Source: an optimization exercise on an open RTL-to-GDS flow (aim: small area, a short achievable clock period and few clock cycles per item). Production flows keep margins and buffers that such runs may drop. Only simulation tests tie the RTL to the original design; equivalence was not proved. Power is estimated from default activity; no workload was simulated.

==> flow/design.v (excerpt) <==
module sobel_stream_filter #(
  parameter int IMG_W = 224,
  parameter int IMG_H = 224,
  parameter int PIX_W = 8,
  parameter int SHIFT = 3
) (
  input  logic             fclk,
  input  logic             rst_n,
  input  logic             in_valid,
  output logic             in_ready,
  input  logic [PIX_W-1:0] in_pixel,
  input  logic             in_sof,
  output logic             out_valid,
  input  logic             out_ready,
  output logic [PIX_W-1:0] out_pixel,
  output logic             out_last,
  input  logic [1:0]       mode,
  input  logic [PIX_W+2:0] threshold
);
  localparam int CW   = (IMG_W > 1) ? $clog2(IMG_W) : 1;
  localparam int RW   = (IMG_H > 1) ? $clog2(IMG_H) : 1;
  localparam int NTAP = 4;                   
  localparam int TSP  = IMG_W / NTAP;        
  localparam int FW   = $clog2(TSP);         
  localparam int TW   = $clog2(NTAP);        
  localparam int SW   = 2 * PIX_W;           
  localparam int XW   = PIX_W + 2;           
  localparam int YW   = PIX_W + 1;           
  localparam int GW   = PIX_W + 3;           
  localparam int AW   = PIX_W + 2;           
  localparam int MW   = PIX_W + 3;           
  localparam int TH   = PIX_W + 3;           
  localparam int IQN  = 2;                   
  localparam int IW   = PIX_W + 3;           
  localparam int QN   = 4;                   
  localparam int KW = 12;
  function automatic logic [KW-1:0] ksadd(input logic [KW-1:0] a, input logic [KW-1:0] b,
                                          input logic cin);
    logic [KW-1:0] g, p, gn, pn;
    g    = a & b;
    p    = a ^ b;
    g[0] = g[0] | (p[0] & cin);
    for (int d = 1; d < KW; d = d * 2) begin
      gn = g;
      pn = p;
      for (int i = d; i < KW; i++) begin
        gn[i] = g[i] | (p[i] & g[i - d]);
        pn[i] = p[i] & p[i - d];
      end
      g = gn;
      p = pn;
    end
    ksadd = (a ^ b) ^ {g[KW-2:0], cin};
  endfunction
  logic           in_ready_q;
  logic [IQN-1:0] iv;                        
  ...
Size: roughly 4700 cells after synthesis, about 3800 flip-flops, about 37 I/O pins, about 84000 sq um of cells after synthesis.
==> flow/config.mk <==
export PLATFORM = sky130hd
export DESIGN_NAME = sobel_stream_filter
export DESIGN_NICKNAME = sobel_stream_filter
export VERILOG_FILES = /design/flow/design.v
export SDC_FILE = /design/flow/constraint.sdc
export NUM_CORES = 4
export LEC_CHECK = 0
export ABC_CLOCK_PERIOD_IN_PS = 3000
export CAP_MARGIN = 20
export CORE_MARGIN = 2
export CORE_UTILIZATION = 60
export CTS_CLUSTER_DIAMETER = 100
export CTS_CLUSTER_SIZE = 28
export SETUP_SLACK_MARGIN = 5
export SLEW_MARGIN = 20
==> flow/constraint.sdc <==
create_clock -name core_clock -period 10.0 [get_ports {fclk}]
set_input_delay 2.0000 -clock core_clock [delete_from_list [all_inputs] [get_ports {fclk}]]
set_output_delay 2.0000 -clock core_clock [all_outputs]
set_load 0.01 [all_outputs]
standard.sh (not shown) runs the stock make flow with config.mk's settings and CLKGATE_MAP_FILE= SYNTH_SCRIPT=/design/flow/synth_recipe.tcl, a recipe that flattens the netlist after the stock synthesis.
==> flow/flow/run.sh <==
#!/bin/bash
set -euo pipefail
bash standard.sh finish SETUP_SLACK_MARGIN=6.9 > make_finish.log 2>&1
Testbench counts at the start, summed over its fixed seeds: cycles 401,428, pixels 394,272.
Edit:
==> flow/flow/run.sh (replaced) <==
#!/bin/bash
set -euo pipefail
bash standard.sh finish SETUP_SLACK_MARGIN=7.2 > make_finish.log 2>&1
--- a/flow/config.mk
+++ b/flow/config.mk
@@ -6,10 +6,10 @@
 export NUM_CORES = 4
 export LEC_CHECK = 0
-export ABC_CLOCK_PERIOD_IN_PS = 3000
+export ABC_CLOCK_PERIOD_IN_PS = 2000
 export CAP_MARGIN = 20
 export CORE_MARGIN = 2
 export CORE_UTILIZATION = 60
 export CTS_CLUSTER_DIAMETER = 100
-export CTS_CLUSTER_SIZE = 28
+export CTS_CLUSTER_SIZE = 30
 export SETUP_SLACK_MARGIN = 5
 export SLEW_MARGIN = 20
What happened:
- The changed run produced a clean layout
- first-iteration DRC count came out higher by 1.2%
- non-clock buffer count came out higher by 35
- register-to-register slack gains 50 ps
- via count hardly moves
- clock power came out lower by about 3%
- final area came out higher by 0.54%
- total power barely changes
- worst hold slack loses 3.2 ps
- final cell count came out higher by 0.37%
Edit:
==> flow/flow/run.sh (replaced) <==
#!/bin/bash
set -euo pipefail
bash standard.sh finish SETUP_SLACK_MARGIN=7.0 > make_finish.log 2>&1
--- a/flow/config.mk
+++ b/flow/config.mk
@@ -6,5 +6,5 @@
 export NUM_CORES = 4
 export LEC_CHECK = 0
-export ABC_CLOCK_PERIOD_IN_PS = 2000
+export ABC_CLOCK_PERIOD_IN_PS = 2500
 export CAP_MARGIN = 20
 export CORE_MARGIN = 2
What happened:
- die area does not change
- sequential power is about the same
- routed wire length fell by about 0.36%
- flip-flop and latch count stays the same
- register-to-register slack is worse by 30 ps
- non-clock buffer count drops by 26
Edit:
==> flow/flow/run.sh (replaced) <==
#!/bin/bash
set -euo pipefail
bash standard.sh finish SETUP_SLACK_MARGIN=6.9 > make_finish.log 2>&1
--- a/flow/config.mk
+++ b/flow/config.mk
@@ -6,5 +6,5 @@
 export NUM_CORES = 4
 export LEC_CHECK = 0
-export ABC_CLOCK_PERIOD_IN_PS = 2500
+export ABC_CLOCK_PERIOD_IN_PS = 3000
 export CAP_MARGIN = 20
 export CORE_MARGIN = 2
Effect: Worst hold slack is better by 3.3 ps; design area is about the same; routed wire length rises by 0.75%; worst setup slack improves by 9.9 ps; total power stays flat; area after synthesis is unchanged; sequential share of layout area is about the same.

========
Setup of lane 2:
sobel_stream_filter, a different RTL version from the one above (not shown whole).
Size in the first run: ~37 I/O pins, ~85,000 um^2 of cells after synthesis.
export LEC_CHECK = 0
export ABC_CLOCK_PERIOD_IN_PS = 2000
export CAP_MARGIN = 20
export CORE_MARGIN = 2
export CORE_UTILIZATION = 50
export SETUP_SLACK_MARGIN = 5
export SLEW_MARGIN = 20
create_clock -name core_clock -period 10.0 [get_ports {fclk}]
run.sh (not shown) runs the stock make flow with config.mk's settings and CLKGATE_MAP_FILE= SYNTH_SCRIPT=/design/flow/synth_recipe.tcl, a recipe that flattens the netlist after the stock synthesis.
Stock flow here: none of the scripts above is used.
Lane 2: done, clean on timing, DRC and antenna
Testbench counts of lane 2, summed over its fixed seeds: cycles 401,432, pixels 394,272.
### lane 2 -> lane 5
# lane 2
export LEC_CHECK = 0
export ABC_CLOCK_PERIOD_IN_PS = 2000
export CAP_MARGIN = 20
export CORE_MARGIN = 2
export CORE_UTILIZATION = 50
export SETUP_SLACK_MARGIN = 5
export SLEW_MARGIN = 20
create_clock -name core_clock -period 10.0 [get_ports {fclk}]
# lane 5
export LEC_CHECK = 0
export ABC_CLOCK_PERIOD_IN_PS = 2000
export CAP_MARGIN = 20
export CORE_MARGIN = 2
export CORE_UTILIZATION = 50
export CTS_BUF_LIST = sky130_fd_sc_hd__clkbuf_8 sky130_fd_sc_hd__clkbuf_4
export CTS_CLUSTER_SIZE = 30
export SETUP_SLACK_MARGIN = 5
export SLEW_MARGIN = 20
create_clock -name core_clock -period 10.0 [get_ports {fclk}]
Findings:
Layout checks on lane 5: not met. Flow itself completed; violations: antenna rules. Compared with lane 2, placement density in the core of lane 5 is lower. [compare] base=lane 2 new=lane 5: sequential share of cell area now sits higher; power in the clock group saw a decrease. The fraction of power spent switching nets of lane 5 exceeds that of lane 2 by 0.82 points.

[port drivers added, routing unchanged]
No port has a modelled driver above. Below, the same layouts with a new extraction and two added sets of constraints. Step 1, drivers: a clkbuf_16 drives fclk and a buf_2 each remaining input, both assumed. Step 2 times the ports against the registers' clock, not the clock port: input delays grow and output delays shrink by t, the midpoint of the rising clock arrivals with the driver on. Slacks: ideal ports / drivers / drivers and shift; pairs: ideal ports / drivers.
| run | t, ns | slack for setup (ns) | clock arrival spread, ns | pins driven straight from the clock port |
|---|---|---|---|---|
| the first run of note 1 | 0.845 | 6.751 / 6.681 / 6.190 | 0.028 / 0.028 | 1 |
| the second run of note 1 | 0.849 | 6.765 / 6.693 / 6.429 | 0.037 / 0.037 | 1 |
| the third run of note 1 | 0.841 | 6.747 / 6.680 / 6.538 | 0.031 / 0.031 | 1 |
| the fourth run of note 1 | 0.843 | 6.757 / 6.687 / 6.118 | 0.040 / 0.040 | 1 |
| lane 2 | 0.959 | 5.445 / 5.445 / 5.445 | 0.077 / 0.077 | 1 |
| lane 5 | 1.058 | 5.468 / 5.468 / 5.468 | 0.076 / 0.077 | 1 |
The setup slack of the fourth run of note 1, which loses most, moves by -0.070 ns with the drivers and by -0.639 ns with both steps.
